Source: an optimization exercise on an open RTL-to-GDS flow (aim: small area, a short achievable clock period and few clock cycles per item). Production flows keep margins and buffers that such runs may drop.
The RTL was checked by simulation tests, not by an equivalence proof against the original design.
Power is estimated from default activity; no workload was simulated.

==> flow/design.v <==
`default_nettype none
package bls_pkg;
    localparam int WIN_W      = 13;
    localparam int PITCH_W    = 16;
    localparam int BPP_W      = 4;
    localparam int COLOR_W    = 32;
    localparam int OFFSET_W   = 32;
    localparam int CFG_IDX_W  = 3;
    localparam int CFG_DATA_W = 32;
    typedef enum logic [CFG_IDX_W-1:0] {
        CFG_WIN_WIDTH     = 3'd0,
        CFG_WIN_HEIGHT    = 3'd1,
        CFG_ROW_PITCH     = 3'd2,
        CFG_BYTES_PER_PIX = 3'd3,
        CFG_DEFAULT_COLOR = 3'd4
    } cfg_reg_t;
    typedef enum logic {
        REQ_START = 1'b0,
        REQ_STEP  = 1'b1
    } req_type_t;
    localparam logic [WIN_W-1:0]   WIN_WIDTH_RST     = 13'd1920;
    localparam logic [WIN_W-1:0]   WIN_HEIGHT_RST    = 13'd1080;
    localparam logic [PITCH_W-1:0] ROW_PITCH_RST     = 16'd7680;
    localparam logic [BPP_W-1:0]   BYTES_PER_PIX_RST = 4'd4;
    localparam logic [COLOR_W-1:0] DEFAULT_COLOR_RST = 32'h00FF_FFFF;
endpackage
`default_nettype wire
`default_nettype none
import bls_pkg::*;
module bresenham_line_stepper_top (
    input  wire logic                            aclk,
    input  wire logic                            aresetn,
    input  wire logic                            cfg_wr_en,
    input  wire logic [bls_pkg::CFG_IDX_W-1:0]   cfg_index,
    input  wire logic [bls_pkg::CFG_DATA_W-1:0]  cfg_wdata,
    input  wire logic                            s_tvalid,
    output logic                                 s_tready,
    input  wire logic [103:0]                    s_tdata,
    input  wire logic                            s_tuser,
    output logic                                 m_tvalid,
    input  wire logic                            m_tready,
    output logic [103:0]                         m_tdata,
    output logic                                 m_tuser,
    output logic                                 m_tlast
);
    localparam int LW = 29;             
    logic [WIN_W-1:0]   win_width_reg;
    logic [WIN_W-1:0]   win_height_reg;
    logic [PITCH_W-1:0] row_pitch_reg;
    logic [BPP_W-1:0]   bpp_reg;
    logic [COLOR_W-1:0] default_color_reg;
    always_ff @(posedge aclk) begin
        if (!aresetn) begin
            win_width_reg     <= WIN_WIDTH_RST;
            win_height_reg    <= WIN_HEIGHT_RST;
            row_pitch_reg     <= ROW_PITCH_RST;
            bpp_reg           <= BYTES_PER_PIX_RST;
            default_color_reg <= DEFAULT_COLOR_RST;
        end else if (cfg_wr_en) begin
            case (cfg_index)
                CFG_WIN_WIDTH:     win_width_reg     <= cfg_wdata[WIN_W-1:0];
                CFG_WIN_HEIGHT:    win_height_reg    <= cfg_wdata[WIN_W-1:0];
                CFG_ROW_PITCH:     row_pitch_reg     <= cfg_wdata[PITCH_W-1:0];
                CFG_BYTES_PER_PIX: bpp_reg           <= cfg_wdata[BPP_W-1:0];
                CFG_DEFAULT_COLOR: default_color_reg <= cfg_wdata[COLOR_W-1:0];
                default: ;
            endcase
        end
    end
    function automatic logic [28:0] sk_add(input logic [28:0] a, input logic [28:0] b);
        logic [28:0] g, p, p0;
        int j;
        g  = a & b;
        p  = a ^ b;
        p0 = p;
        for (int l = 0; l < 5; l++)
            for (int i = 0; i < 29; i++)
                if (i[l]) begin
                    j = (i & ~((2 << l) - 1)) + (1 << l) - 1;
                    g[i] = g[i] | (p[i] & g[j]);
                    p[i] = p[i] & p[j];
                end
        sk_add = p0 ^ {g[27:0], 1'b0};
    endfunction
    logic               vld_reg, busy_reg, stp_reg, act_reg, pix_reg, last_reg, win_reg;
    logic               b0_reg, b1_reg, b2_reg;    
    logic [1:0]         it_reg;                    
    logic [15:0]        x_reg, y_reg;
    logic [COLOR_W-1:0] col_reg;
    logic [15:0]        dx_reg, dy_reg;    
    logic               sxn_reg, syn_reg;
    logic [18:0]        f1_reg, f2_reg;
    logic [15:0]        cnt_reg;
    logic [LW-1:0]      lin_reg;
    logic [2:0]         syh_reg, syl_reg;
    logic [6:0]         xcm_reg;
    logic               xcn_reg;
    logic [15:0]        in_sx, in_sy, in_ex, in_ey;
    logic [COLOR_W-1:0] in_color;
    logic               in_use_default;
    assign in_sx          = s_tdata[15:0];
    assign in_sy          = s_tdata[31:16];
    assign in_ex          = s_tdata[47:32];
    assign in_ey          = s_tdata[63:48];
    assign in_color       = s_tdata[95:64];
    assign in_use_default = s_tdata[96];
    logic accept, start, step, idle_step, recalc, load;
    assign s_tready  = !busy_reg && (!vld_reg || m_tready);
    assign accept    = s_tvalid && s_tready;
    assign start     = accept && (s_tuser == REQ_START);
    assign step      = accept && (s_tuser == REQ_STEP) && act_reg;
    assign idle_step = accept && (s_tuser == REQ_STEP) && !act_reg;
    assign recalc    = cfg_wr_en && act_reg && (cfg_index[2:1] == 2'b01);
    assign load      = start || recalc;
    logic it_last, s_diff, s_abs, s_init;
    assign it_last = busy_reg && (it_reg == 2'd3);
    assign s_diff  = busy_reg && stp_reg && b0_reg;
    assign s_abs   = busy_reg && stp_reg && b1_reg;
    assign s_init  = busy_reg && stp_reg && b2_reg;
    logic mv_x, mv_y;
    assign mv_x = !f1_reg[18];
    assign mv_y = f2_reg[18];
    logic [18:0] dx2, dy2, f1_base, f2_base, f1_a, f2_a, f1_b, f2_b;
    logic [18:0] f1_s, f1_c, f2_s, f2_c, f1_new, f2_new;
    logic        f1_neg, f2_neg;
    assign dx2    = {2'b00, dx_reg, 1'b0};
    assign dy2    = {2'b00, dy_reg, 1'b0};
    assign f1_neg = f1_reg[18];
    assign f2_neg = f2_reg[18];
    always_comb begin
        if (s_diff) begin
            f1_base = {{3{dx_reg[15]}}, dx_reg};
            f1_a    = 19'd0;
            f1_b    = ~{{3{x_reg[15]}}, x_reg};
            f2_base = {{3{dy_reg[15]}}, dy_reg};
            f2_a    = 19'd0;
            f2_b    = ~{{3{y_reg[15]}}, y_reg};
        end else if (s_abs) begin
            f1_base = f1_reg ^ {19{f1_neg}};
            f1_a    = {18'd0, f1_neg};
            f1_b    = '1;
            f2_base = f2_reg ^ {19{f2_neg}};
            f2_a    = {18'd0, f2_neg};
            f2_b    = '1;
        end else if (s_init) begin
            f1_base = ~{3'b000, dy_reg};
            f1_a    = dx2;
            f1_b    = '1;
            f2_base = {3'b000, dx_reg};
            f2_a    = 19'd0;
            f2_b    = ~dy2;
        end else begin
            f1_base = f1_reg;
            f1_a    = mv_y ? dx2 : 19'd0;
            f1_b    = ~(mv_x ? dy2 : 19'd0);
            f2_base = f2_reg;
            f2_a    = mv_y ? dx2 : 19'd0;
            f2_b    = ~(mv_x ? dy2 : 19'd0);
        end
    end
    assign f1_s   = f1_base ^ f1_a ^ f1_b;
    assign f1_c   = {(f1_base[17:0] & f1_a[17:0]) | (f1_base[17:0] & f1_b[17:0]) |
                     (f1_a[17:0] & f1_b[17:0]), 1'b1};
    assign f2_s   = f2_base ^ f2_a ^ f2_b;
    assign f2_c   = {(f2_base[17:0] & f2_a[17:0]) | (f2_base[17:0] & f2_b[17:0]) |
                     (f2_a[17:0] & f2_b[17:0]), 1'b1};
    assign f1_new = 19'(sk_add({10'd0, f1_s}, {10'd0, f1_c}));
    assign f2_new = 19'(sk_add({10'd0, f2_s}, {10'd0, f2_c}));
    function automatic logic [15:0] step1(input logic [15:0] v, input logic neg);
        logic [15:0] t, m;
        t = v ^ {16{neg}};
        m[0] = 1'b1;
        for (int i = 1; i < 16; i++) m[i] = m[i-1] & t[i-1];
        step1 = v ^ m;
    endfunction
    logic [15:0] x_next, y_next;
    assign x_next = mv_x ? step1(x_reg, sxn_reg) : x_reg;
    assign y_next = mv_y ? step1(y_reg, syn_reg) : y_reg;
    function automatic logic inwin(input logic [15:0] x, input logic [15:0] y,
                                   input logic [12:0] w, input logic [12:0] h);
        inwin = (x[15:13] == 3'b000) && (y[15:13] == 3'b000) && (x[12:0] < w) &&
                (y[12:0] < h);
    endfunction
    logic [15:0] wcx, wcy;
    logic        win_next;
    assign wcx      = start ? in_sx : x_next;
    assign wcy      = start ? in_sy : y_next;
    assign win_next = inwin(wcx, wcy, win_width_reg, win_height_reg);
    function automatic logic [2:0] bdec(input logic [2:0] w);
        bdec = {w[2] && (w[1:0] != 2'b11), w[1] ^ w[0], (w == 3'b011) || (w == 3'b100)};
    endfunction
    function automatic logic [4:0] bwin(input logic [15:0] v, input logic [1:0] j);
        logic [16:0] ve;
        ve = {v, 1'b0};
        case (j)
            2'd0: bwin = ve[16:12];
            2'd1: bwin = ve[12:8];
            2'd2: bwin = ve[8:4];
            default: bwin = ve[4:0];
        endcase
    endfunction
    logic [3:0] bpp_next;
    logic [6:0] bm3, bm5, bm7;
    assign bpp_next = (cfg_wr_en && (cfg_index == CFG_BYTES_PER_PIX)) ? cfg_wdata[3:0] : bpp_reg;
    assign bm3 = {3'b000, bpp_next} + {2'b00, bpp_next, 1'b0};
    assign bm5 = {3'b000, bpp_next} + {1'b0, bpp_next, 2'b00};
    assign bm7 = {bpp_next, 3'b000} - {3'b000, bpp_next};
    function automatic logic [7:0] xrow(input logic [4:0] w, input logic [3:0] b,
                                        input logic [6:0] m3, input logic [6:0] m5,
                                        input logic [6:0] m7);
        logic [6:0] p;
        logic [3:0] k;
        k = w[4] ? 4'd8 - ({1'b0, w[3:1]} + {3'b000, w[0]}) : {1'b0, w[3:1]} + {3'b000, w[0]};
        case (k)
            4'd1: p = {3'b000, b};
            4'd2: p = {2'b00, b, 1'b0};
            4'd3: p = m3;
            4'd4: p = {1'b0, b, 2'b00};
            4'd5: p = m5;
            4'd6: p = {m3[5:0], 1'b0};
            4'd7: p = m7;
            4'd8: p = {b, 3'b000};
            default: p = 7'd0;
        endcase
        xrow = {w[4] && (k != 4'd0), p};
    endfunction
    function automatic logic lead0(input logic [15:0] x, input logic [15:0] y);
        lead0 = (x[15:11] == {5{x[15]}}) && (y[15:11] == {5{y[15]}});
    endfunction
    logic       skip_in, skip_rg;
    logic [1:0] rj;
    logic [4:0] wy_in0, wy_in1, wy_rg, wy;
    logic [7:0] xr_in0, xr_in1, xr_rg, xr;
    assign skip_in = lead0(in_sx, in_sy);
    assign skip_rg = lead0(x_reg, y_reg);
    assign rj      = recalc ? {1'b0, skip_rg} : it_reg + 2'd1;
    assign wy_in0  = bwin(in_sy, 2'd0);
    assign wy_in1  = bwin(in_sy, 2'd1);
    assign wy_rg   = bwin(y_reg, rj);
    assign xr_in0  = xrow(bwin(in_sx, 2'd0), bpp_next, bm3, bm5, bm7);
    assign xr_in1  = xrow(bwin(in_sx, 2'd1), bpp_next, bm3, bm5, bm7);
    assign xr_rg   = xrow(bwin(x_reg, rj), bpp_next, bm3, bm5, bm7);
    assign wy      = start ? (skip_in ? wy_in1 : wy_in0) : wy_rg;
    assign xr      = start ? (skip_in ? xr_in1 : xr_in0) : xr_rg;
    function automatic logic [LW-1:0] prow(input logic [2:0] s, input logic [15:0] m);
        logic [16:0] mag;
        mag = s[0] ? {m, 1'b0} : s[1] ? {1'b0, m} : 17'd0;
        prow = {{12{s[2]}}, mag ^ {17{s[2]}}};
    endfunction
    logic [2:0]    cyh, cyl;
    logic [LW-1:0] lin_base, r_yh, r_yl, r_x, s1, c1, s2, c2, lin_next;
    logic [4:0]    bstep;
    assign bstep = sxn_reg ? -{1'b0, bpp_reg} : {1'b0, bpp_reg};
    always_comb begin
        if (busy_reg) begin
            cyh = syh_reg;
            cyl = syl_reg;
            lin_base = b0_reg ? '0 : (lin_reg << 4);
            lin_base[2] = cyh[2];
            lin_base[0] = xcn_reg;
            r_x = {{22{xcn_reg}}, {xcm_reg ^ {7{xcn_reg}}}};
        end else begin
            cyh = 3'b000;
            cyl = {mv_y && syn_reg, mv_y, 1'b0};
            lin_base = lin_reg;
            r_x = mv_x ? {{24{bstep[4]}}, bstep} : '0;
        end
        r_yh = (prow(cyh, row_pitch_reg) << 2) | {28'd0, cyl[2]};
        r_yl = prow(cyl, row_pitch_reg);
        s1 = lin_base ^ r_yh ^ r_yl;
        c1 = ((lin_base & r_yh) | (lin_base & r_yl) | (r_yh & r_yl)) << 1;
        s2 = s1 ^ c1 ^ r_x;
        c2 = ((s1 & c1) | (s1 & r_x) | (c1 & r_x)) << 1;
        lin_next = sk_add(s2, c2);
    end
    always_ff @(posedge aclk) begin
        if (!aresetn) begin
            vld_reg  <= 1'b0;
            busy_reg <= 1'b0;
            act_reg  <= 1'b0;
        end else begin
            if (start) begin
                vld_reg  <= 1'b0;
                busy_reg <= 1'b1;
                act_reg  <= !((in_sx == in_ex) && (in_sy == in_ey));
            end else if (step) begin
                vld_reg  <= 1'b1;
                act_reg  <= (cnt_reg != 16'd1);
            end else if (idle_step) begin
                vld_reg  <= 1'b1;
            end else if (recalc) begin
                busy_reg <= 1'b1;
            end else if (it_last) begin
                vld_reg  <= stp_reg;
                busy_reg <= 1'b0;
            end else if (m_tready) begin
                vld_reg  <= 1'b0;
            end
        end
    end
    always_ff @(posedge aclk) begin
        if (start) it_reg <= {1'b0, skip_in};
        else if (recalc) it_reg <= {1'b0, skip_rg};
        else if (busy_reg) it_reg <= it_reg + 2'd1;
        b0_reg <= load;
        b1_reg <= b0_reg && !load;
        b2_reg <= b1_reg && !load;
        if (start) stp_reg <= 1'b1;
        else if (recalc) stp_reg <= 1'b0;
        syh_reg <= bdec(wy[4:2]);
        syl_reg <= bdec(wy[2:0]);
        xcm_reg <= xr[6:0];
        xcn_reg <= xr[7];
    end
    always_ff @(posedge aclk) begin
        if (start) begin
            x_reg    <= in_sx;
            y_reg    <= in_sy;
            dx_reg   <= in_ex;
            dy_reg   <= in_ey;
            col_reg  <= in_use_default ? default_color_reg : in_color;
            pix_reg  <= 1'b1;
            last_reg <= (in_sx == in_ex) && (in_sy == in_ey);
            win_reg  <= win_next;
        end else if (step) begin
            x_reg    <= x_next;
            y_reg    <= y_next;
            last_reg <= (cnt_reg == 16'd1);
            win_reg  <= win_next;
        end else if (idle_step) begin
            x_reg    <= '0;
            y_reg    <= '0;
            col_reg  <= '0;
            pix_reg  <= 1'b0;
            last_reg <= 1'b0;
            win_reg  <= 1'b0;
        end
        if (s_abs) begin
            dx_reg  <= f1_new[15:0];
            dy_reg  <= f2_new[15:0];
            sxn_reg <= f1_neg;
            syn_reg <= f2_neg;
        end
        if (step || s_diff || s_abs || s_init) begin
            f1_reg <= f1_new;
            f2_reg <= f2_new;
        end
        if (s_init) cnt_reg <= (dx_reg < dy_reg) ? dy_reg : dx_reg;
        else if (step) cnt_reg <= cnt_reg - 16'd1;
        if (step || busy_reg) lin_reg <= lin_next;
    end
    assign m_tvalid = vld_reg;
    assign m_tuser  = pix_reg;
    assign m_tlast  = last_reg;
    assign m_tdata  = {7'b0, col_reg, 3'b000, win_reg ? lin_reg : {LW{1'b0}}, win_reg,
                       y_reg, x_reg};
endmodule
`default_nettype wire
==> flow/run.sh <==
#!/bin/bash
# synth_recipe.tcl (not shown) runs the flow's synth.tcl, then flattens the netlist and writes it again
# the make line also repeats each setting of config.mk as NAME=value (left out here)
make -C /OpenROAD-flow-scripts/flow DESIGN_CONFIG=/design/flow/config.mk WORK_HOME=/design/flow/orfs CLKGATE_MAP_FILE= SYNTH_SCRIPT=/design/flow/synth_recipe.tcl finish
==> flow/config.mk <==
export PLATFORM = sky130hd
export DESIGN_NAME = bresenham_line_stepper_top
export DESIGN_NICKNAME = bresenham_line_stepper_top
export VERILOG_FILES = /design/flow/design.v
export SDC_FILE = /design/flow/constraint.sdc
export NUM_CORES = 4
export LEC_CHECK = 0
export CAP_MARGIN = 20
export CORE_MARGIN = 2
export CORE_UTILIZATION = 40
export SETUP_SLACK_MARGIN = 2.5
export SLEW_MARGIN = 20
==> flow/constraint.sdc <==
create_clock -name core_clock -period 8.5 [get_ports {aclk}]
set_input_delay 1.7000 -clock core_clock [delete_from_list [all_inputs] [get_ports {aclk}]]
set_output_delay 1.7000 -clock core_clock [all_outputs]
set_load 0.01 [all_outputs]
==> flow_summary_export.csv, run 1 <==
group,metric,value,unit
cells_and_area,antennaDiodeCount,0,
route,wl,83200,µm
timing,hold_slack,0.466,ns
logic_synthesis,synth.distinct_cells,88,
place,gp_congestion,0.949,
logic_synthesis,yosysTopAreaCellShare,0.233,
logic_synthesis,synth_area_leader_cell,"edfxtp_1",
place,dp_cells,3607,
route,postRouteAntennaNets,0,
setup_path,slowest_delay,0.55,ns
floorplanning,initial_core_util,0.403,
setup_path,cp.arrival,6.13,ns
global_route,grt_pass1_vias,21000,
power_and_ir_drop,p_leak,10.9,nW
timing,finalCritPeriodShare,0.684,
route,dr_total_vias,21300,
clock_network,clockBufferDepth,3,
clock_network,path_clk_slew,0.06,ns
place,dp_hpwl,61000,µm
floorplanning,fp.dieW,248,µm
global_route,antenna_found_initial,2,
setup_path,startpoint_type,"flip-flop",
logic_synthesis,yosysSeqAreaShare,0.318,
clock_network,cts_tree,"built",
setup_path,critPathKind,"reg -> reg",
setup_path,path_cells,"clkinv_1, o21ai_2, o221ai_1, nand2_1, o21ai_0, fa_1, inv_1, fa_1, a21o_1, a21o_1, a2111oi_2, o31a_1, o21ai_1, or4_1, and2_1, fa_1, xor2_1",
route,drt-vias-per-instance,5.79,
power_and_ir_drop,p_per_area,288,mW/mm²
global_route,grt_pass1_wl,126000,µm
floorplanning,coreArea,0.0588,mm²
global_route,grt_overflow,0,
timing,skew,0.0261,ns
timing,final_hold_viol_count,0,
timing,slew_headroom,0.295,
timing,rsz0062_at_grt,"true",
cells_and_area,area_growth,18.4,%
clock_network,cts_made_buffers,39,
logic_synthesis,ys_ff_latch,285,
setup_path,cp-end-kind,"flip-flop",
timing,maxSlewViolCount,0,
cells_and_area,fin_nets,3254,
logic_synthesis,synth_area_leaders,"edfxtp_1 23%, fa_1 8.7%, dfxtp_1 8.5%",
setup_path,crit_top_cell,"fa_1",
clock_network,postCtsHoldBufs,0,
setup_path,critical_path.slowest_cell,"edfxtp_1",
logic_synthesis,synth_top_flop_cell,"edfxtp_1",
route,drc,0,
clock_network,cts_setup_buffers,0,
logic_synthesis,synth_common_cells,"414 x nand2_1, 209 x nor2_1, 184 x edfxtp_1",
route,routedWlPerCell,22.6,µm
timing,worst_pin_slew,1.05,ns
job,max-cap-violations,0,
logic_synthesis,postSynth.asyncResetShare,0,
timing,timing.final.crit_period,5.81,ns
hold_path,hp-class,"reg -> reg",
route,dr.pass1.iters,8,
global_route,track_usage,0.269,
floorplanning,die_area,0.0613,mm²
timing,fmax,172,MHz
cells_and_area,drive_gt1_frac,0.0592,
floorplanning,rows,89,
floorplanning,ios,253,
clock_network,clock_latency,0.58,ns
logic_synthesis,synth_cells,2718,
clock_network,cts_root_buf,"clkbuf_16",
global_route,grt_max_degree,82,
setup_path,worstPathRequired,8.81,ns
clock_network,htreeDepth,2,
logic_synthesis,syn_area,0.0237,mm²
floorplanning,die-height,248,µm
setup_path,cp_max_fo,8,
status,status,"complete, no violations",
place,portBuffers,235,
timing,totalNegativeSetupSlack,0,ns
logic_synthesis,synth_edf_count,184,
timing,setup_viol,0,
power_and_ir_drop,vdd_drop_max,188,µV
logic_synthesis,syn_area_per_cell,8.73,µm²
route,drt-initial-drc-count,1792,
logic_synthesis,yosysWarnings,1,
cells_and_area,fin_cells,3679,
clock_network,clkSinkCount,285,
logic_synthesis,yosysMostFrequentCell,"nand2_1",
## cell type report
cell class / instances / area (µm²)
clock buffers: 61 / 1160
multi-input cells: 2095 / 14900
inverters: 169 / 634
well taps: 773 / 967
fillers: 5680 / 30700
repair buffers: 286 / 2740
flip-flops and latches: 285 / 7550
clock inverters: 10 / 120
## per-stage QoR
stage	total power [mW]	utilization	cell area, µm²	worst slack (ns)
after floorplan	5.20	-	23800	2.54
after global placement	6.24	0.455	26700	2.07
after detailed placement	6.35	0.455	26800	2.01
after CTS	8.09	0.477	28100	2.57
after global routing	8.73	0.478	28100	2.42
final	8.08	0.478	28100	2.69
## power breakdown
group	switching [mW]	internal [mW]	leakage [nW]
clock	0.677	1.01	0.624
sequential	0.260	1.92	2.57
combinational	2.37	1.84	7.72
total	3.31	4.77	10.9
## repair_timing
item / in CTS / in global routing
gates resized for setup: 6 / 8
pin swaps: 0 / 0
gates cloned: 0 / 0
endpoints found under the setup margin: 11 / 20
## cell usage in the layout, fill, tap and decap left out, types with 7 or more instances in the layout
| master | n |
|---|---|
| clkbuf_16 | 43 |
| nor4_1 | 20 |
| conb_1 | 10 |
| nor2_1 | 209 |
| nor3_1 | 52 |
| o221ai_1 | 21 |
| dfxtp_1 | 101 |
| nand3_1 | 57 |
| clkbuf_1 | 16 |
| nor2b_1 | 17 |
| and3b_1 | 7 |
| xor2_1 | 57 |
| nand2_1 | 412 |
| a21oi_1 | 145 |
| xnor2_1 | 142 |
| buf_4 | 47 |
| and3_1 | 16 |
| a31oi_1 | 12 |
| and2_1 | 75 |
| ha_1 | 129 |
| a22oi_1 | 80 |
| a21o_1 | 25 |
| mux2_2 | 16 |
| a211oi_1 | 27 |
| o211ai_1 | 20 |
| clkdlybuf4s50_1 | 233 |
| a22o_1 | 17 |
| fa_1 | 103 |
| inv_1 | 163 |
| nand4_1 | 24 |
| o21ai_0 | 128 |
| nor3b_1 | 7 |
| or4_1 | 7 |
| or2_2 | 9 |
| mux2i_1 | 59 |
| o21a_1 | 9 |
| edfxtp_1 | 184 |
| nand2b_1 | 11 |
| a2111oi_0 | 16 |
| a21boi_0 | 44 |
## critical path: cells and delay by family, from the launching register on
family	cells	cell delay [ns]
buf+inv	2	0.48
fa+ha+maj	3	1.43
simple gates	3	0.73
compound gates	8	2.20
flops	1	0.55
xor+xnor	1	0.16
## logic make-up (layout without fill, tap and decap cells)
logic type	Yosys count	after routing	synth area share
fa+ha+maj	233	233	0.155
simple gates	960	960	0.187
flops	285	285	0.318
buf+inv	347	526	0.0584
xor+xnor	200	200	0.0745
other cells	1	10	0.000158
compound gates	611	611	0.169
mux	81	81	0.0375
## metal layers
metal	global-route usage	vias up	wire, µm
met1	0.350	10300	33900
met3	0.0581	165	7770
met2	0.438	964	38300
li1	-	9846	-
met5	0	-	26
met4	0.101	4	3150
## worst paths after layout
kind | start | to | slack [ns] | cells after the start
worst max register to register | f2_reg[18] | f2_reg[17] | 2.69 | 17
worst min-delay path | win_height_reg[8] | win_height_reg[8] | 0.47 | 2
worst max-delay path | f2_reg[18] | f2_reg[17] | 2.69 | 17
worst min register to register | win_height_reg[8] | win_height_reg[8] | 0.47 | 2
Testbench counts, summed over its fixed seeds: cycles 300,770, items 279,162.
==> run 2, diff against run 1 <==
--- a/flow/config.mk
+++ b/flow/config.mk
@@ -8,5 +8,5 @@
 export CAP_MARGIN = 20
 export CORE_MARGIN = 2
 export CORE_UTILIZATION = 40
-export SETUP_SLACK_MARGIN = 2.5
+export SETUP_SLACK_MARGIN = 3.5
 export SLEW_MARGIN = 20
==> run 2 against run 1 <==
Utilization increased by 1.8 points. Non-clock buffer count up 62. Clock skew rose by 0.0014 ns. Combinational power grew 6.2%. Critical path type is now in -> out. Total power rose by 2.4%. Final area up 3.7%. Still clean on timing, DRC and antenna.
==> flow_summary_export.csv, run 2 <==
group,metric,value,unit
cells_and_area,final_common_cell,"nand2_1",
floorplanning,rows,89,
timing,worst_slack,3.46,ns
setup_path,cp_max_fo,6,
status,status,"complete, no violations",
cells_and_area,area_growth,22.8,%
floorplanning,die-height,248,µm
timing,worst_pin_slew,1.03,ns
place,portBuffers,235,
global_route,grt_max_degree,82,
floorplanning,fp.dieW,248,µm
route,dr_total_vias,21600,
clock_network,clock_latency,0.58,ns
timing,rsz0062_at_grt,"true",
setup_path,cp.arrival,3.34,ns
floorplanning,ios,253,
clock_network,cts_made_buffers,37,
global_route,grt_pass1_vias,20900,
cells_and_area,drive_gt1_frac,0.0994,
route,drc,0,
job,max-cap-violations,0,
power_and_ir_drop,p_leak,11.4,nW
clock_network,postCtsHoldBufs,0,
place,post_dp_cell_area,0.0268,mm²
logic_synthesis,yosysMostFrequentCell,"nand2_1",
logic_synthesis,postSynth.asyncResetShare,0,
power_and_ir_drop,p_per_area,284,mW/mm²
logic_synthesis,yosysSeqAreaShare,0.318,
setup_path,worstPathRequired,6.80,ns
global_route,grt_pass1_wl,126000,µm
logic_synthesis,synth_cells,2718,
route,dr.pass1.iters,5,
logic_synthesis,ys_ff_latch,285,
cells_and_area,fin_util,0.495,
timing,setup_viol,0,
place,dp_cells,3597,
route,postRouteAntennaNets,0,
timing,maxSlewViolCount,0,
logic_synthesis,syn_area_per_cell,8.73,µm²
cells_and_area,mostFrequentLayoutCells,"411 x nand2_1, 229 x clkdlybuf4s50_1, 206 x nor2_1",
timing,hold_slack,0.470,ns
floorplanning,die_area,0.0613,mm²
clock_network,cts_root_buf,"clkbuf_16",
timing,slew_headroom,0.312,
route,wl,84200,µm
logic_synthesis,synth.distinct_cells,88,
logic_synthesis,yosysWarnings,1,
setup_path,startpoint_type,"input pin",
power_and_ir_drop,vdd_drop_max,264,µV
logic_synthesis,yosysTopAreaCellShare,0.233,
cells_and_area,finish.instance_area,0.0291,mm²
setup_path,cp-end-kind,"output port",
timing,fmax,198,MHz
floorplanning,initial_core_util,0.403,
timing,finalCritPeriodShare,0.593,
logic_synthesis,synth_common_cells,"414 x nand2_1, 209 x nor2_1, 184 x edfxtp_1",
route,drt-vias-per-instance,5.77,
timing,skew,0.0274,ns
clock_network,htreeDepth,2,
hold_path,hp-class,"reg -> reg",
clock_network,clkSinkCount,285,
timing,timing.final.crit_period,5.04,ns
logic_synthesis,synth_edf_count,184,
place,dp_hpwl,60200,µm
logic_synthesis,synth_area_leader_cell,"edfxtp_1",
clock_network,path_clk_slew,0.06,ns
floorplanning,coreArea,0.0588,mm²
cells_and_area,fin_cells,3742,
timing,final_hold_viol_count,0,
global_route,track_usage,0.269,
place,pre_cts_slack,1.75,ns
route,drt-initial-drc-count,1793,
global_route,antenna_found_initial,6,
global_route,grt_overflow,0,
setup_path,critPathKind,"in -> out",
cells_and_area,fin_nets,3317,
clock_network,cts_tree,"built",
timing,totalNegativeSetupSlack,0,ns
route,routedWlPerCell,22.5,µm
setup_path,r2r_setup_slack,3.65,ns
place,gp_congestion,0.942,
power_and_ir_drop,total_power,8.27,mW
logic_synthesis,synth_top_flop_cell,"edfxtp_1",
clock_network,clockBufferDepth,3,
logic_synthesis,synth_area_leaders,"edfxtp_1 23%, fa_1 8.7%, dfxtp_1 8.5%",
logic_synthesis,syn_area,0.0237,mm²
==> run 2: changes by cell type in the layout (fill, tap and decap cells not counted), moves of 6 or more <==
cell,delta
buf_12,+7
buf_4,+45
buf_6,+7
clkbuf_1,-10
clkinv_2,+6
o21ai_0,-6
==> run 2: per-layer routing <==
metal	global-route usage	part of all wire	up-vias
met4	0.125	0.050	10
li1	-	-	9948
met2	0.421	0.44	977
met5	0	0.00065	-
met3	0.0610	0.096	194
met1	0.353	0.41	10500
==> run 2: repair_timing <==
| action | 4_1_cts | 5_1_grt |
|---|---|---|
| gates cloned | 2 | 4 |
| pin swaps | 8 | 17 |
| setup buffers | 34 | 36 |
| setup endpoints to repair | 84 | 31 |
| hold endpoints to repair | 0 | 0 |
| gates resized for setup | 59 | 54 |
==> run 2: critical path: stages <==
cell and delay [ns]:
clkdlybuf4s50_1 0.81, o21a_1 0.21, clkdlybuf4s50_1 0.62
==> run 2: final timing paths <==
check | startpoint | end | cells after the start
min | win_height_reg[2] | win_height_reg[2] | 2
max reg2reg | busy_reg | f2_reg[17] | 20
min reg2reg | win_height_reg[2] | win_height_reg[2] | 2
max | m_tready | s_tready | 3
==> run 2: power by group <==
part / internal (mW) / switching, mW
Clock: 0.944 / 0.669
Combinational: 2.01 / 2.47
Sequential: 1.92 / 0.263
==> run 2: final cells by class <==
type | count | area [µm²]
repair inverters | 1 | 6.26
well taps | 773 | 967
multi-input cells | 2097 | 15300
repair buffers | 348 | 3380
inverters | 169 | 686
flip-flops and latches | 285 | 7560
diodes | 1 | 2.50
clock buffers | 47 | 1010
clock inverters | 21 | 211
fillers | 5547 | 29700
==> run 2: cell families after synthesis <==
logic type / after synthesis / share of synthesized area
xor+xnor: 200 / 0.0745
compound gates: 611 / 0.169
fa+ha+maj: 233 / 0.155
mux: 81 / 0.0375
other cells: 1 / 0.000158
buf+inv: 347 / 0.0584
flops: 285 / 0.318
simple gates: 960 / 0.187
==> run 3, diff against run 2 <==
--- a/flow/design.v
+++ b/flow/design.v
@@ -84,6 +84,7 @@
     endfunction
     logic               vld_reg, busy_reg, stp_reg, act_reg, pix_reg, last_reg, win_reg;
     logic               b0_reg, b1_reg, b2_reg;    
+    logic               prep_reg;                  
     logic [1:0]         it_reg;                    
     logic [15:0]        x_reg, y_reg;
     logic [COLOR_W-1:0] col_reg;
@@ -201,7 +202,7 @@
     endfunction
     logic [3:0] bpp_next;
     logic [6:0] bm3, bm5, bm7;
-    assign bpp_next = (cfg_wr_en && (cfg_index == CFG_BYTES_PER_PIX)) ? cfg_wdata[3:0] : bpp_reg;
+    assign bpp_next = bpp_reg;
     assign bm3 = {3'b000, bpp_next} + {2'b00, bpp_next, 1'b0};
     assign bm5 = {3'b000, bpp_next} + {1'b0, bpp_next, 2'b00};
     assign bm7 = {bpp_next, 3'b000} - {3'b000, bpp_next};
@@ -233,7 +234,7 @@
     logic [7:0] xr_in0, xr_in1, xr_rg, xr;
     assign skip_in = lead0(in_sx, in_sy);
     assign skip_rg = lead0(x_reg, y_reg);
-    assign rj      = recalc ? {1'b0, skip_rg} : it_reg + 2'd1;
+    assign rj      = prep_reg ? it_reg : it_reg + 2'd1;
     assign wy_in0  = bwin(in_sy, 2'd0);
     assign wy_in1  = bwin(in_sy, 2'd1);
     assign wy_rg   = bwin(y_reg, rj);
@@ -301,8 +302,9 @@
     always_ff @(posedge aclk) begin
         if (start) it_reg <= {1'b0, skip_in};
         else if (recalc) it_reg <= {1'b0, skip_rg};
-        else if (busy_reg) it_reg <= it_reg + 2'd1;
-        b0_reg <= load;
+        else if (busy_reg && !prep_reg) it_reg <= it_reg + 2'd1;
+        prep_reg <= recalc;
+        b0_reg <= start || (prep_reg && !load);
         b1_reg <= b0_reg && !load;
         b2_reg <= b1_reg && !load;
         if (start) stp_reg <= 1'b1;
@@ -347,7 +349,7 @@
         end
         if (s_init) cnt_reg <= (dx_reg < dy_reg) ? dy_reg : dx_reg;
         else if (step) cnt_reg <= cnt_reg - 16'd1;
-        if (step || busy_reg) lin_reg <= lin_next;
+        if (step || (busy_reg && !prep_reg)) lin_reg <= lin_next;
     end
     assign m_tvalid = vld_reg;
     assign m_tuser  = pix_reg;
==> run 3 against run 2 <==
Sequential share of layout area grew 0.66 points. Worst hold slack lost 0.0042 ns. Sequential cell count grew 1. Synthesized cell count shrank 2.8%. Final cell count shrank 2.5%. Final area shrank 2.2%. Critical path depth grew 1. Non-clock buffer count shrank 22. Total power grew 3.6%. Utilization shrank 0.094 points. Clock skew shrank 0.0077 ns. Global-route usage shrank 0.089 points. Critical path type unchanged.
==> flow_summary_export.csv, run 3 <==
group,metric,value,unit
place,portBuffers,235,
clock_network,clockBufferDepth,3,
logic_synthesis,yosysSeqAreaShare,0.326,
global_route,antenna_found_initial,2,
timing,hold_slack,0.465,ns
power_and_ir_drop,vdd_drop_max,280,µV
route,wl_met2,38100,µm
floorplanning,die-height,245,µm
place,gp_congestion,0.953,
cells_and_area,final_common_cell,"nand2_1",
logic_synthesis,synth_top_family_by_area,"simple AND/OR/NAND/NOR gates",
cells_and_area,drive_gt1_frac,0.0954,
route,drt-vias-per-instance,5.66,
logic_synthesis,synth_edf_count,184,
timing,fmax,202,MHz
logic_synthesis,yosysTopAreaCellShare,0.238,
logic_synthesis,syn_area,0.0232,mm²
power_and_ir_drop,p_int,5.00,mW
route,dr_total_vias,20700,
global_route,track_usage,0.268,
clock_network,cts_made_buffers,38,
hold_path,hp-class,"reg -> reg",
global_route,grt_overflow,0,
cells_and_area,finish.instance_area,0.0285,mm²
logic_synthesis,synthMuxAreaShare,0.0424,
floorplanning,fp.dieW,245,µm
power_and_ir_drop,p_leak,11.2,nW
logic_synthesis,syn_area_per_cell,8.79,µm²
route,met3RoutedLength,7720,µm
timing,worst_pin_slew,1.08,ns
floorplanning,initial_core_util,0.404,
route,drt-initial-drc-count,1854,
logic_synthesis,yosysWarnings,1,
logic_synthesis,synth_area_leaders,"edfxtp_1 24%, fa_1 8.9%, dfxtp_1 8.8%",
cells_and_area,seqCellArea,0.00758,mm²
power_and_ir_drop,switchingPower,3.57,mW
clock_network,htreeDepth,2,
clock_network,clkSinkCount,286,
timing,slew_headroom,0.279,
power_and_ir_drop,comb_power_share,0.555,
timing,skew,0.0198,ns
job,max-cap-violations,0,
setup_path,cp.arrival,3.25,ns
route,drc,0,
route,highest_layer,"met5",
route,wirelength_met1,33400,µm
timing,rsz0062_at_grt,"true",
logic_synthesis,synth_xor_area_frac,0.0768,
timing,finalCritPeriodShare,0.582,
floorplanning,die_area,0.0600,mm²
clock_network,postCtsHoldBufs,0,
clock_network,clock_latency,0.57,ns
setup_path,cp_max_fo,3,
logic_synthesis,ys_ff_latch,286,
logic_synthesis,synth.distinct_cells,79,
route,dr.pass1.iters,5,
setup_path,worstPathRequired,6.80,ns
cells_and_area,fin_nets,3231,
route,postRouteAntennaNets,0,
floorplanning,rows,88,
setup_path,r2r_setup_slack,3.58,ns
route,routedWlPerCell,22.5,µm
cells_and_area,mostFrequentLayoutCells,"409 x nand2_1, 232 x clkdlybuf4s50_1, 195 x nor2_1",
global_route,grt_pass1_wl,123000,µm
power_and_ir_drop,swShare,0.417,
global_route,grt_max_degree,82,
place,post_dp_cell_area,0.0263,mm²
timing,maxSlewViolCount,0,
clock_network,cts_tree,"built",
timing,final_hold_viol_count,0,
cells_and_area,multiInputGateArea,0.0148,mm²
logic_synthesis,synth_common_cells,"413 x nand2_1, 198 x nor2_1, 184 x edfxtp_1",
clock_network,path_clk_slew,0.06,ns
power_and_ir_drop,p_per_area,301,mW/mm²
cells_and_area,num-fill-cells,5413,
logic_synthesis,synthAdderAreaFrac,0.159,
logic_synthesis,yosys.area_share.simple,0.179,
timing,totalNegativeSetupSlack,0,ns
route,wl,82100,µm
place,dp_hpwl,58700,µm
logic_synthesis,postSynth.asyncResetShare,0,
logic_synthesis,synth_cells,2643,
logic_synthesis,synth_compound_area_frac,0.160,
clock_network,cts_root_buf,"clkbuf_16",
logic_synthesis,synth_top_flop_cell,"edfxtp_1",
setup_path,startpoint_type,"input pin",
cells_and_area,area_growth,22.6,%
floorplanning,coreArea,0.0576,mm²
timing,setup_viol,0,
timing,timing.final.crit_period,4.95,ns
power_and_ir_drop,power_frac_seq,0.256,
status,status,"complete, no violations",
logic_synthesis,yosysMostFrequentCell,"nand2_1",
logic_synthesis,synth_area_leader_cell,"edfxtp_1",
floorplanning,ios,253,
setup_path,critPathKind,"in -> out",
setup_path,cp-end-kind,"output port",
power_and_ir_drop,clkPwrFrac,0.189,
global_route,grt_pass1_vias,20300,
-- run 3: changes by cell type after synthesis, moves of 11 or more --
cell / before / now
a211oi_1: 27 / 11
nor3_1: 52 / 31
nor2_1: 209 / 198
a2111oi_0: 18 / 1
nor4_1: 21 / 7
a22oi_1: 80 / 69
-- run 3: power by group through the flow --
stage               sequential [mW]  combinational [mW]  clock (mW)
floorplan                      2.07                3.20           0
global placement               2.21                4.17           0
detailed placement             2.21                4.27           0
CTS                            2.18                4.50        1.65
global route                   2.21                5.29        1.70
finish                         2.19                4.76        1.62
-- run 3: logic make-up after synthesis --
logic type	Yosys count
fa+ha+maj	233
buf+inv	337
xor+xnor	202
simple gates	917
flops	286
compound gates	581
other cells	1
mux	86
-- run 3: per-stage QoR --
stage / setup slack, ns / util / power [mW] / instances
after floorplan: 3.46 / - / 5.27 / 2652
after global placement: 1.92 / 0.456 / 6.38 / 3527
after detailed placement: 1.83 / 0.456 / 6.49 / 3527
after CTS: 3.40 / 0.487 / 8.33 / 3628
after global routing: 3.39 / 0.495 / 9.20 / 3647
final: 3.55 / 0.495 / 8.57 / 3648
-- run 3: area by class of cell --
type,instances,share of cell area
Antenna cell,1,0.0000879
Clock buffer,54,0.0406
Clock inverter,15,0.00272
Inverter,171,0.0235
Multi-Input combinational cell,2029,0.521
Sequential cell,286,0.266
Tap cell,765,0.0336
Timing Repair Buffer,326,0.112
Timing Repair inverter,1,0.000308
-- run 3: critical path: stages --
cell and delay, ns:
clkdlybuf4s50_1 0.55, nor2b_1 0.08, nor2_1 0.30, clkdlybuf4s50_1 0.61
-- run 3: worst paths after layout --
path,from,endpoint,cells after the start
max,m_tready,s_tready,4
min,default_color_reg[28],default_color_reg[28],2
max reg2reg,busy_reg,f1_reg[17],23
min reg2reg,default_color_reg[28],default_color_reg[28],2
-- run 3: metal layers --
metal / track usage / up-vias
li1: - / 9576
met1: 0.346 / 10000
met2: 0.442 / 893
met3: 0.0602 / 161
met4: 0.0934 / 2
met5: 0 / -
-- run 3: repair_timing --
item	in CTS	in global routing
hold endpoints to repair	0	0
gates resized for setup	74	50
buffers inserted	30	17
pin swaps	18	25
endpoints found under the setup margin	78	26
cloned	2	1
Testbench counts of run 3, summed over its fixed seeds: cycles 300,770, items 279,162.
==> run 4, diff against run 3 <==
--- a/flow/config.mk
+++ b/flow/config.mk
@@ -8,5 +8,5 @@
 export CAP_MARGIN = 20
 export CORE_MARGIN = 2
 export CORE_UTILIZATION = 40
-export SETUP_SLACK_MARGIN = 3.5
+export SETUP_SLACK_MARGIN = 4.0
 export SLEW_MARGIN = 20
==> run 4 against run 3 <==
Still clean. Sequential cell count unchanged. Worst hold slack got worse by 0.0028 ns. Global-route usage grew 0.66 points. Total power increased by 7.8%. Non-clock buffer count grew 59. Die area stayed put. Sequential power barely moved. Routed wire length is 2.6% higher. Sequential share of layout area fell by 1.0 points. Largest cell class unchanged. Largest power group unchanged.
==> flow_summary_export.csv, run 4 <==
group,metric,value,unit
status,status,"complete, no violations",
global_route,grt_overflow,0,
global_route,grt_pass1_wl,126000,µm
setup_path,startpoint_type,"flip-flop",
logic_synthesis,synth.distinct_cells,79,
job,max-cap-violations,0,
route,dr_total_vias,21200,
logic_synthesis,synthMuxAreaShare,0.0424,
clock_network,cts_tree,"built",
logic_synthesis,yosysMostFrequentCell,"nand2_1",
route,drt-initial-drc-count,2077,
floorplanning,die_area,0.0600,mm²
setup_path,cp-endpoint,"f1_reg[17]",
setup_path,cp-end-kind,"flip-flop",
clock_network,htreeDepth,2,
place,dp_hpwl,58900,µm
global_route,track_usage,0.275,
power_and_ir_drop,vdd_drop_max,225,µV
clock_network,clock_latency,0.56,ns
clock_network,cts_root_buf,"clkbuf_16",
floorplanning,rows,88,
setup_path,crit_start,"busy_reg",
place,gp_congestion,0.976,
logic_synthesis,synth_cells,2643,
logic_synthesis,synth_area_leaders,"edfxtp_1 24%, fa_1 8.9%, dfxtp_1 8.8%",
place,post_dp_cell_area,0.0264,mm²
logic_synthesis,postSynth.asyncResetShare,0,
setup_path,rr_startpoint,"busy_reg",
timing,finalCritPeriodShare,0.550,
setup_path,critical_path.slowest_cell,"fa_1",
cells_and_area,drive_gt1_frac,0.142,
logic_synthesis,synth_top_flop_cell,"edfxtp_1",
place,dp_cells,3519,
power_and_ir_drop,comb_power_share,0.589,
global_route,grt_max_degree,82,
logic_synthesis,yosysSeqAreaShare,0.326,
clock_network,clkSinkCount,286,
power_and_ir_drop,p_per_area,312,mW/mm²
logic_synthesis,synth_edf_count,184,
clock_network,cts_made_buffers,37,
logic_synthesis,syn_area_per_cell,8.79,µm²
route,wl,84200,µm
logic_synthesis,synth_xor_area_frac,0.0768,
floorplanning,coreArea,0.0576,mm²
setup_path,slowest_delay,0.49,ns
setup_path,path_cells,"buf_4, and3_4, nand2b_4, buf_12, nand2b_4, buf_4, buf_4, o221ai_2, a21oi_2, fa_1, ha_1, a21o_4, a2111oi_4, o221ai_2, and3_4, o21ai_4, a21boi_2, or2_4, fa_2, xor2_1",
cells_and_area,final_common_cell,"nand2_1",
timing,totalNegativeSetupSlack,0,ns
clock_network,clockBufferDepth,3,
global_route,grt_pass1_vias,20400,
logic_synthesis,yosysTopAreaCellShare,0.238,
setup_path,crit_top_cell,"buf_4",
timing,slew_headroom,0.302,
place,pre_cts_slack,2.36,ns
timing,worst_slack,3.82,ns
floorplanning,die-height,245,µm
cells_and_area,fin_cells,3706,
power_and_ir_drop,swShare,0.411,
cells_and_area,fin_nets,3291,
setup_path,worstPathRequired,8.81,ns
timing,final_hold_viol_count,0,
timing,skew,0.0162,ns
cells_and_area,area_growth,27.5,%
power_and_ir_drop,switchingPower,3.79,mW
setup_path,r2r_setup_slack,3.82,ns
global_route,gr-usage-met2,0.421,
timing,rsz0062_at_grt,"true",
route,postRouteAntennaNets,0,
logic_synthesis,synth_compound_area_frac,0.160,
logic_synthesis,synth_area_leader_cell,"edfxtp_1",
setup_path,rr_worst_depth,20,
cells_and_area,mostFrequentLayoutCells,"408 x nand2_1, 225 x clkdlybuf4s50_1, 192 x nor2_1",
floorplanning,fp.dieW,245,µm
clock_network,path_clk_slew,0.06,ns
setup_path,cp.arrival,4.99,ns
power_and_ir_drop,total_power,9.24,mW
power_and_ir_drop,power_frac_seq,0.239,
power_and_ir_drop,clkPwrFrac,0.172,
hold_path,hp-class,"reg -> reg",
power_and_ir_drop,p_leak,11.7,nW
setup_path,timing.rr.end,"f1_reg[17]",
global_route,antenna_found_initial,2,
global_route,grt_use_met3,0.0617,
route,drc,0,
logic_synthesis,ys_ff_latch,286,
timing,timing.final.crit_period,4.68,ns
global_route,grt_busiest_layer,"met2",
logic_synthesis,yosys.area_share.simple,0.179,
route,routedWlPerCell,22.7,µm
power_and_ir_drop,p_int,5.44,mW
logic_synthesis,syn_area,0.0232,mm²
timing,fmax,214,MHz
route,dr.pass1.iters,5,
timing,maxSlewViolCount,0,
setup_path,critPathKind,"reg -> reg",
floorplanning,initial_core_util,0.404,
route,drt-vias-per-instance,5.72,
global_route,grtUsageMet1,0.373,
floorplanning,ios,253,
logic_synthesis,yosysWarnings,1,
timing,worst_pin_slew,1.05,ns
cells_and_area,finish.instance_area,0.0296,mm²
cells_and_area,antennaDiodeCount,0,
logic_synthesis,synthAdderAreaFrac,0.159,
timing,setup_viol,0,
place,portBuffers,235,
logic_synthesis,synth_common_cells,"413 x nand2_1, 198 x nor2_1, 184 x edfxtp_1",
cells_and_area,num-fill-cells,5229,
logic_synthesis,synth_top_family_by_area,"simple AND/OR/NAND/NOR gates",
setup_path,cp_max_fo,17,
run 4: cell types whose count changed in the layout (fill, tap and decap cells not counted), sizes merged, moves of 3 or more:
cell	before	now
buf	91	146
clkdlybuf4s50	232	225
dlygate4sd2	0	4
clkinv	14	11
run 4: cell type report:
class	instances	area (µm²)	share of cell area
timing repair inverter	1	8.76	0.000296
multi-input combinational	2031	15400	0.519
tap	765	957	0.0323
clock inverter	13	98.8	0.00334
clock buffer	54	1110	0.0376
timing repair buffer	385	3810	0.129
inverter	171	676	0.0228
sequential	286	7580	0.256
run 4: worst min path at each step:
| stage | from | endpoint | slack [ns] | cells past startpoint |
|---|---|---|---|---|
| after floorplan | f1_reg[18] | sxn_reg | 0.42 | 0 |
| after global placement | stp_reg | stp_reg | 0.45 | 2 |
| after global routing | default_color_reg[22] | default_color_reg[22] | 0.49 | 2 |
| after detailed placement | default_color_reg[7] | default_color_reg[7] | 0.46 | 2 |
| after CTS | default_color_reg[25] | default_color_reg[25] | 0.47 | 2 |
| final | default_color_reg[25] | default_color_reg[25] | 0.46 | 2 |
run 4: worst max-delay path: cells and delay by family (launching register included):
| family | cells | cell delay (ns) |
|---|---|---|
| and+or+nand+nor | 5 | 0.82 |
| xor gates and xnor gates | 1 | 0.15 |
| adders and majority gates | 3 | 1.15 |
| DFF | 1 | 0.36 |
| AOI/OAI and AO/OA | 7 | 1.29 |
| buffers and inverters | 4 | 0.64 |
run 4: power groups by stage:
stage / clock network (mW) / registers (mW) / logic (mW)
after floorplan: 0 / 2.08 / 3.32
after CTS: 1.63 / 2.19 / 4.91
after global routing: 1.67 / 2.23 / 5.99
final: 1.59 / 2.21 / 5.44
after global placement: 0 / 2.22 / 4.28
after detailed placement: 0 / 2.22 / 4.35
run 4: logic make-up (layout without fill, tap and decap cells):
logic type	count (synthesis)	count (layout)
simple gates	917	919
compound gates	581	581
buf+inv	337	624
flops	286	286
fa+ha+maj	233	233
xor+xnor	202	202
mux	86	86
other cells	1	10
run 4: stage by stage:
stage | utilization | hold slack [ns]
final | 0.514 | 0.463
after global routing | 0.514 | 0.487
after CTS | 0.502 | 0.467
after detailed placement | 0.458 | 0.459
after global placement | 0.458 | 0.449
after floorplan | - | 0.424
run 4: layer usage:
| metal | vias up | part of all wire |
|---|---|---|
| met5 | - | 0.00028 |
| met4 | 4 | 0.048 |
| met3 | 204 | 0.096 |
| met2 | 1026 | 0.44 |
| met1 | 10200 | 0.42 |
| li1 | 9704 | - |
run 4: repair_timing:
action | CTS | global route
endpoints found under the hold margin | 0 | 0
hold buffers | 0 | 0
endpoints found under the setup margin | 91 | 36
gates resized for setup | 138 | 90
pin swaps | 57 | 66
cloned | 7 | 3
buffers inserted | 76 | 34
==> run 5, diff against run 4 <==
==> flow/flow/run.sh (new file) <==
#!/bin/bash
# The standard layout (the standard.sh), with the port buffers made from buf_1 cells
# instead of the buffer that buffer_ports picks by default. Every port still gets a buffer.
set -euo pipefail
export BUFFER_PORTS_ARGS="-buffer_cell sky130_fd_sc_hd__buf_1"
bash standard.sh > standard.log 2>&1
==> flow/standard.sh (new file) <==
#!/bin/bash
# synth_recipe.tcl (not shown) runs the flow's synth.tcl, then flattens the netlist and writes it again
# the make line also repeats each setting of config.mk as NAME=value (left out here)
make -C /OpenROAD-flow-scripts/flow DESIGN_CONFIG=/design/flow/config.mk WORK_HOME=/design/flow/orfs CLKGATE_MAP_FILE= SYNTH_SCRIPT=/design/flow/synth_recipe.tcl "${@:-finish}"
--- a/flow/config.mk
+++ b/flow/config.mk
@@ -8,5 +8,5 @@
 export CAP_MARGIN = 20
 export CORE_MARGIN = 2
 export CORE_UTILIZATION = 40
-export SETUP_SLACK_MARGIN = 4.0
+export SETUP_SLACK_MARGIN = 4.25
 export SLEW_MARGIN = 20
removed: flow/run.sh
==> run 5 against run 4 <==
Non-clock buffer count rose by 18. Combinational power is 9.2% higher. Sequential share of layout area rose by 0.68 points. Via count up 0.51%. Final area decreased by 2.5%. Sequential cell count unchanged. Sequential power about the same. Utilization shrank 1.3 points. Clock skew is 0.019 ns higher. First-iteration DRC count fell by 7.9%. Final cell count increased by 0.67%. Synthesized area unchanged. Highest routed layer unchanged.
==> flow_summary_export.csv, run 5 <==
group,metric,value,unit
status,status,"complete, no violations",
logic_synthesis,yosysWarnings,1,
timing,rsz0062_at_grt,"true",
cells_and_area,fin_util,0.501,
logic_synthesis,syn_area,0.0232,mm²
cells_and_area,seqCellArea,0.00759,mm²
logic_synthesis,synth.distinct_cells,79,
global_route,antenna_found_initial,5,
place,portBuffers,235,
floorplanning,rows,88,
route,drt-vias-per-instance,5.71,
logic_synthesis,synth_cells,2643,
logic_synthesis,ys_ff_latch,286,
place,dp_hpwl,57700,µm
timing,fmax,210,MHz
logic_synthesis,yosysMostFrequentCell,"nand2_1",
clock_network,clkSinkCount,286,
logic_synthesis,yosysTopAreaCellShare,0.238,
floorplanning,ios,253,
clock_network,clockBufferDepth,3,
logic_synthesis,syn_area_per_cell,8.79,µm²
hold_path,worstHoldStart,"default_color_reg[24]",
place,gp_congestion,0.956,
timing,finalCritPeriodShare,0.559,
timing,slew_headroom,0.311,
global_route,grt_pass1_vias,21100,
route,wl,84700,µm
setup_path,rr_startpoint,"busy_reg",
floorplanning,die-height,245,µm
setup_path,crit_start,"busy_reg",
hold_path,hp-class,"reg -> reg",
timing,totalNegativeSetupSlack,0,ns
power_and_ir_drop,p_leak,11.3,nW
clock_network,path_clk_slew,0.06,ns
power_and_ir_drop,total_power,9.75,mW
cells_and_area,num-fill-cells,5290,
route,drt-initial-drc-count,1913,
global_route,grt_max_degree,82,
timing,hold_slack,0.466,ns
route,dr.pass1.iters,6,
timing,maxSlewViolCount,0,
clock_network,htreeDepth,2,
cells_and_area,area_growth,24.3,%
timing,timing.final.crit_period,4.75,ns
route,dr_total_vias,21300,
floorplanning,coreArea,0.0576,mm²
timing,skew,0.0352,ns
logic_synthesis,synth_area_leader_cell,"edfxtp_1",
route,routedWlPerCell,22.7,µm
job,max-cap-violations,0,
global_route,grt_pass1_wl,127000,µm
setup_path,cp_max_fo,17,
route,drc,0,
clock_network,cts_made_buffers,37,
floorplanning,fp.dieW,245,µm
power_and_ir_drop,vdd_drop_max,211,µV
power_and_ir_drop,p_per_area,337,mW/mm²
setup_path,startpoint_type,"flip-flop",
cells_and_area,mostFrequentLayoutCells,"400 x nand2_1, 227 x buf_1, 190 x nor2_1",
timing,setup_viol,0,
cells_and_area,final_common_cell,"nand2_1",
timing,final_hold_viol_count,0,
floorplanning,initial_core_util,0.404,
route,postRouteAntennaNets,0,
setup_path,cp.arrival,5.05,ns
setup_path,worstPathRequired,8.79,ns
timing,worst_pin_slew,1.03,ns
clock_network,cts_tree,"built",
cells_and_area,drive_gt1_frac,0.165,
cells_and_area,fin_nets,3313,
setup_path,critPathKind,"reg -> reg",
logic_synthesis,postSynth.asyncResetShare,0,
logic_synthesis,synth_area_leaders,"edfxtp_1 24%, fa_1 8.9%, dfxtp_1 8.8%",
setup_path,cp-end-kind,"flip-flop",
global_route,track_usage,0.277,
cells_and_area,multiInputGateArea,0.0157,mm²
global_route,grt_overflow,0,
logic_synthesis,synth_top_flop_cell,"edfxtp_1",
clock_network,postCtsHoldBufs,0,
clock_network,clock_latency,0.57,ns
logic_synthesis,synth_common_cells,"413 x nand2_1, 198 x nor2_1, 184 x edfxtp_1",
clock_network,cts_root_buf,"clkbuf_16",
floorplanning,die_area,0.0600,mm²
logic_synthesis,yosysSeqAreaShare,0.326,
logic_synthesis,synth_edf_count,184,
## run 5: where the power goes
group | internal, mW | switching (mW) | total, mW
Clock | 0.953 | 0.665 | 1.62
Combinational | 2.78 | 3.16 | 5.94
Sequential | 1.94 | 0.250 | 2.19
## run 5: routing by layer
| layer | vias to the layer above | track usage | wire length (µm) |
|---|---|---|---|
| met5 | - | 0 | 51 |
| met4 | 8 | 0.133 | 4480 |
| met3 | 225 | 0.0529 | 7410 |
| met2 | 979 | 0.447 | 39000 |
| met1 | 10300 | 0.356 | 33700 |
| li1 | 9751 | - | - |
## run 5: cell families after synthesis
group	after synthesis	share of synthesized area
buf+inv	337	0.0567
compound gates	581	0.160
simple gates	917	0.179
xor+xnor	202	0.0768
mux	86	0.0424
other cells	1	0.000161
fa+ha+maj	233	0.159
flops	286	0.326
## run 5: final timing paths
| check | slack, ns | to | depth (start not counted) |
|---|---|---|---|
| setup reg to reg | 3.75 | f1_reg[17] | 21 |
| hold / removal | 0.47 | default_color_reg[24] | 2 |
| hold reg to reg | 0.47 | default_color_reg[24] | 2 |
| setup / recovery | 3.75 | f1_reg[17] | 21 |
## run 5: per-stage QoR
step | cell area (µm²) | cells | setup WS, ns
floorplan | 23700 | 2652 | 3.88
global placement | 25100 | 3516 | 2.44
detailed placement | 25100 | 3517 | 2.38
CTS | 28100 | 3694 | 3.74
global route | 28900 | 3728 | 3.62
finish | 28900 | 3731 | 3.75
## run 5: repair_timing
action | 4_1_cts | 5_1_grt
buffers inserted | 98 | 30
endpoints found under the hold margin | 0 | 0
gates resized for setup | 176 | 95
endpoints found under the setup margin | 163 | 111
pin swaps | 62 | 67
gates cloned | 12 | 3
## run 5: worst max-delay path: stages, from the launching register on
cell and delay (ns):
dfxtp_4 0.35, buf_12 0.10, and2_4 0.17, buf_4 0.14, buf_8 0.16, nand2_4 0.13
buf_12 0.19, nand2_1 0.10, o21ai_2 0.07, fa_1 0.56, inv_2 0.06, fa_2 0.36
a21o_1 0.19, a21o_4 0.24, a2111oi_4 0.35, o221ai_2 0.18, and3_4 0.19, o21ai_4 0.15
a21boi_2 0.09, or2_4 0.23, fa_2 0.35, xor2_1 0.14
## run 5: layout make-up
| type | count | share of cell area |
|---|---|---|
| Tap cell | 765 | 0.0331 |
| Sequential cell | 286 | 0.263 |
| Clock inverter | 11 | 0.00256 |
| Timing Repair Buffer | 403 | 0.0919 |
| Clock buffer | 56 | 0.0403 |
| Timing Repair inverter | 3 | 0.000867 |
| Multi-Input combinational cell | 2033 | 0.545 |
| Inverter | 171 | 0.0235 |
| Antenna cell | 3 | 0.000260 |
==> run 6, diff against run 5 <==
--- a/flow/config.mk
+++ b/flow/config.mk
@@ -8,5 +8,7 @@
 export CAP_MARGIN = 20
 export CORE_MARGIN = 2
 export CORE_UTILIZATION = 40
-export SETUP_SLACK_MARGIN = 4.25
+export CTS_BUF_LIST = sky130_fd_sc_hd__clkbuf_8
+export CTS_CLUSTER_SIZE = 30
+export SETUP_SLACK_MARGIN = 3.75
 export SLEW_MARGIN = 20
==> run 6 against run 5 <==
Sequential cell count stayed put. Non-clock buffer count is 56 lower. Setup slack worse by 0.071 ns. Routed wire length is 4.1% lower. First-iteration DRC count is 0.63% lower. Final cell count is 0.67% lower. Critical path type unchanged. Still clean. Synthesized area stayed put. Sequential share of layout area is 1.5 points higher. Clock skew is 0.040 ns higher. Largest cell class unchanged.
==> flow_summary_export.csv, run 6 <==
group,metric,value,unit
setup_path,path_cells,"and2_4, nand2_8, buf_16, inv_16, nor4_2, buf_6, a22oi_1, fa_1, fa_2, a21o_1, a21o_4, a2111oi_4, o221ai_2, and3_4, o21ai_4, a21boi_2, or2_4, fa_2, xor2_1",
logic_synthesis,synth_top_flop_cell,"edfxtp_1",
place,portBuffers,235,
global_route,grt_overflow,0,
route,routedWlPerCell,21.9,µm
logic_synthesis,syn_area_per_cell,8.79,µm²
clock_network,path_clk_slew,0.07,ns
global_route,track_usage,0.265,
floorplanning,die_area,0.0600,mm²
timing,rsz0062_at_grt,"true",
place,dp_hpwl,57200,µm
timing,fmax,207,MHz
global_route,grt_use_met3,0.0584,
cells_and_area,fin_util,0.473,
timing,setup_viol,0,
timing,slew_headroom,0.258,
timing,maxSlewViolCount,0,
logic_synthesis,yosysMostFrequentCell,"nand2_1",
logic_synthesis,synth_area_leader_cell,"edfxtp_1",
setup_path,cp-end-kind,"flip-flop",
logic_synthesis,yosysTopAreaCellShare,0.238,
global_route,grt_busiest_layer,"met2",
power_and_ir_drop,vdd_drop_max,297,µV
cells_and_area,fin_cells,3706,
clock_network,clockBufferDepth,3,
clock_network,htreeDepth,2,
timing,timing.final.crit_period,4.82,ns
timing,skew,0.0749,ns
logic_synthesis,yosysSeqAreaShare,0.326,
cells_and_area,final_common_cell,"nand2_1",
setup_path,critical_path.slowest_cell,"fa_1",
logic_synthesis,syn_area,0.0232,mm²
timing,final_hold_viol_count,0,
place,post_dp_cell_area,0.0249,mm²
floorplanning,ios,253,
floorplanning,die-height,245,µm
floorplanning,rows,88,
global_route,grt_pass1_vias,20700,
cells_and_area,mostFrequentLayoutCells,"408 x nand2_1, 233 x buf_1, 195 x nor2_1",
route,drt-initial-drc-count,1901,
hold_path,holdPathStages,2,
route,dr_total_vias,21000,
setup_path,cp_max_fo,16,
power_and_ir_drop,p_per_area,310,mW/mm²
timing,totalNegativeSetupSlack,0,ns
logic_synthesis,synth_area_leaders,"edfxtp_1 24%, fa_1 8.9%, dfxtp_1 8.8%",
floorplanning,initial_core_util,0.404,
setup_path,slowest_delay,0.54,ns
clock_network,clkSinkCount,286,
cells_and_area,drive_gt1_frac,0.116,
global_route,grtUsageMet1,0.344,
logic_synthesis,yosysWarnings,1,
timing,worst_pin_slew,1.11,ns
setup_path,startpoint_type,"flip-flop",
setup_path,worstPathRequired,8.90,ns
timing,hold_slack,0.463,ns
route,drc,0,
clock_network,cts_made_buffers,55,
setup_path,cp.arrival,5.23,ns
route,wl,81200,µm
cells_and_area,area_growth,17.3,%
global_route,gr-usage-met2,0.429,
global_route,grt_max_degree,82,
timing,finalCritPeriodShare,0.568,
logic_synthesis,synth_cells,2643,
hold_path,hp-class,"reg -> reg",
clock_network,clock_latency,0.71,ns
logic_synthesis,synth_edf_count,184,
status,status,"complete, no violations",
setup_path,rr_worst_depth,19,
clock_network,cts_tree,"built",
setup_path,crit_top_cell,"fa_2",
cells_and_area,finish.instance_area,0.0273,mm²
route,drt-vias-per-instance,5.67,
cells_and_area,fin_nets,3270,
power_and_ir_drop,p_leak,10.8,nW
floorplanning,fp.dieW,245,µm
global_route,grt_pass1_wl,123000,µm
route,postRouteAntennaNets,0,
job,max-cap-violations,0,
global_route,antenna_found_initial,8,
floorplanning,coreArea,0.0576,mm²
setup_path,critPathKind,"reg -> reg",
logic_synthesis,synth.distinct_cells,79,
place,gp_congestion,0.934,
route,dr.pass1.iters,6,
clock_network,cts_root_buf,"clkbuf_8",
logic_synthesis,ys_ff_latch,286,
logic_synthesis,postSynth.asyncResetShare,0,
logic_synthesis,synth_common_cells,"413 x nand2_1, 198 x nor2_1, 184 x edfxtp_1",
place,dp_cells,3524,
## run 6: power breakdown
part / leakage [nW] / switching (mW) / total [mW] / internal [mW]
clock network: 0.648 / 0.696 / 1.40 / 0.701
logic: 7.56 / 2.72 / 4.88 / 2.16
registers: 2.58 / 0.249 / 2.19 / 1.94
## run 6: critical path: cells and delay by family, from the launching register on
kind / cells / cell delay, ns
AND/OR/NAND/NOR: 5 / 0.95
adder cells (fa/ha/maj): 3 / 1.29
XOR/XNOR: 1 / 0.14
buffers and inverters: 3 / 0.43
AO/OA/AOI/OAI: 7 / 1.35
flip-flops: 1 / 0.36
## run 6: per-stage QoR
stage | power, mW | setup slack, ns
after floorplan | 5.31 | 3.73
after global placement | 6.25 | 2.17
after detailed placement | 6.37 | 2.10
after CTS | 8.13 | 3.55
after global routing | 9.12 | 3.59
final | 8.46 | 3.68
## run 6: cells by family (layout without fill, tap and decap cells)
| kind of cell | after synthesis | count (layout) | synth area share |
|---|---|---|---|
| AOI/OAI and AO/OA | 581 | 581 | 0.160 |
| xor gates and xnor gates | 202 | 202 | 0.0768 |
| adders and majority gates | 233 | 233 | 0.159 |
| buffers and inverters | 337 | 623 | 0.0567 |
| DFF | 286 | 286 | 0.326 |
| muxes | 86 | 86 | 0.0424 |
| other | 1 | 13 | 0.000161 |
| and+or+nand+nor | 917 | 917 | 0.179 |
## run 6: final timing paths
kind	from	end	slack [ns]
worst max-delay path	busy_reg	f1_reg[17]	3.68
worst min-delay path	default_color_reg[26]	default_color_reg[26]	0.46
worst max register to register	busy_reg	f1_reg[17]	3.68
worst min register to register	default_color_reg[26]	default_color_reg[26]	0.46
## run 6: repair_timing
item                       4_1_cts  5_1_grt
buffers inserted                40       28
setup endpoints to repair       78       27
gates cloned                     4        2
pin swaps                       22       39
hold buffers                     0        0
gates resized for setup         87       53
## run 6: cell type report
cell class / instances / area, µm²
Fill cell: 5490 / 30300
Multi-Input combinational cell: 2029 / 15000
Clock buffer: 65 / 895
Inverter: 171 / 674
Timing Repair inverter: 2 / 15.0
Timing Repair Buffer: 347 / 1950
Sequential cell: 286 / 7580
Tap cell: 765 / 957
Clock inverter: 38 / 184
Antenna cell: 3 / 7.51
## run 6: routing by layer
layer	up-vias	part of all wire
li1	9665	-
met1	10200	0.41
met5	-	0.00063
met4	8	0.038
met3	191	0.092
met2	952	0.46

re-timing with driven ports:
How much do the figures lean on ideal ports? The routed layouts below were timed once more, with nothing changed but the port constraints.
Step 1, drivers: a clkbuf_16 drives aclk and a buf_2 each remaining input, both assumed.
Step 2 also shifts input and output timing later by t, the mid clock arrival at the registers, as if the neighbouring blocks saw the same clock.
a / b / c = ideal ports / drivers / drivers and shift; a / b = the first two.
run | shift t [ns] | slack for setup (ns) | latest minus earliest clock arrival (ns) | pins driven straight from the clock port
run 1 | 0.625 | 2.686 / 2.686 / 2.215 | 0.027 / 0.027 | 1
run 2 | 0.631 | 3.460 / 3.364 / 2.956 | 0.029 / 0.029 | 1
run 3 | 0.619 | 3.555 / 3.530 / 3.144 | 0.021 / 0.021 | 1
run 4 | 0.623 | 3.823 / 3.823 / 3.550 | 0.020 / 0.020 | 1
run 5 | 0.617 | 3.747 / 3.747 / 3.747 | 0.035 / 0.036 | 1
run 6 | 0.737 | 3.675 / 3.675 / 3.253 | 0.075 / 0.074 | 1
After both steps setup and hold are still met in every run listed. For run 2, which loses most, drivers alone change the setup slack by -0.096 ns; drivers and shift together by -0.504 ns.
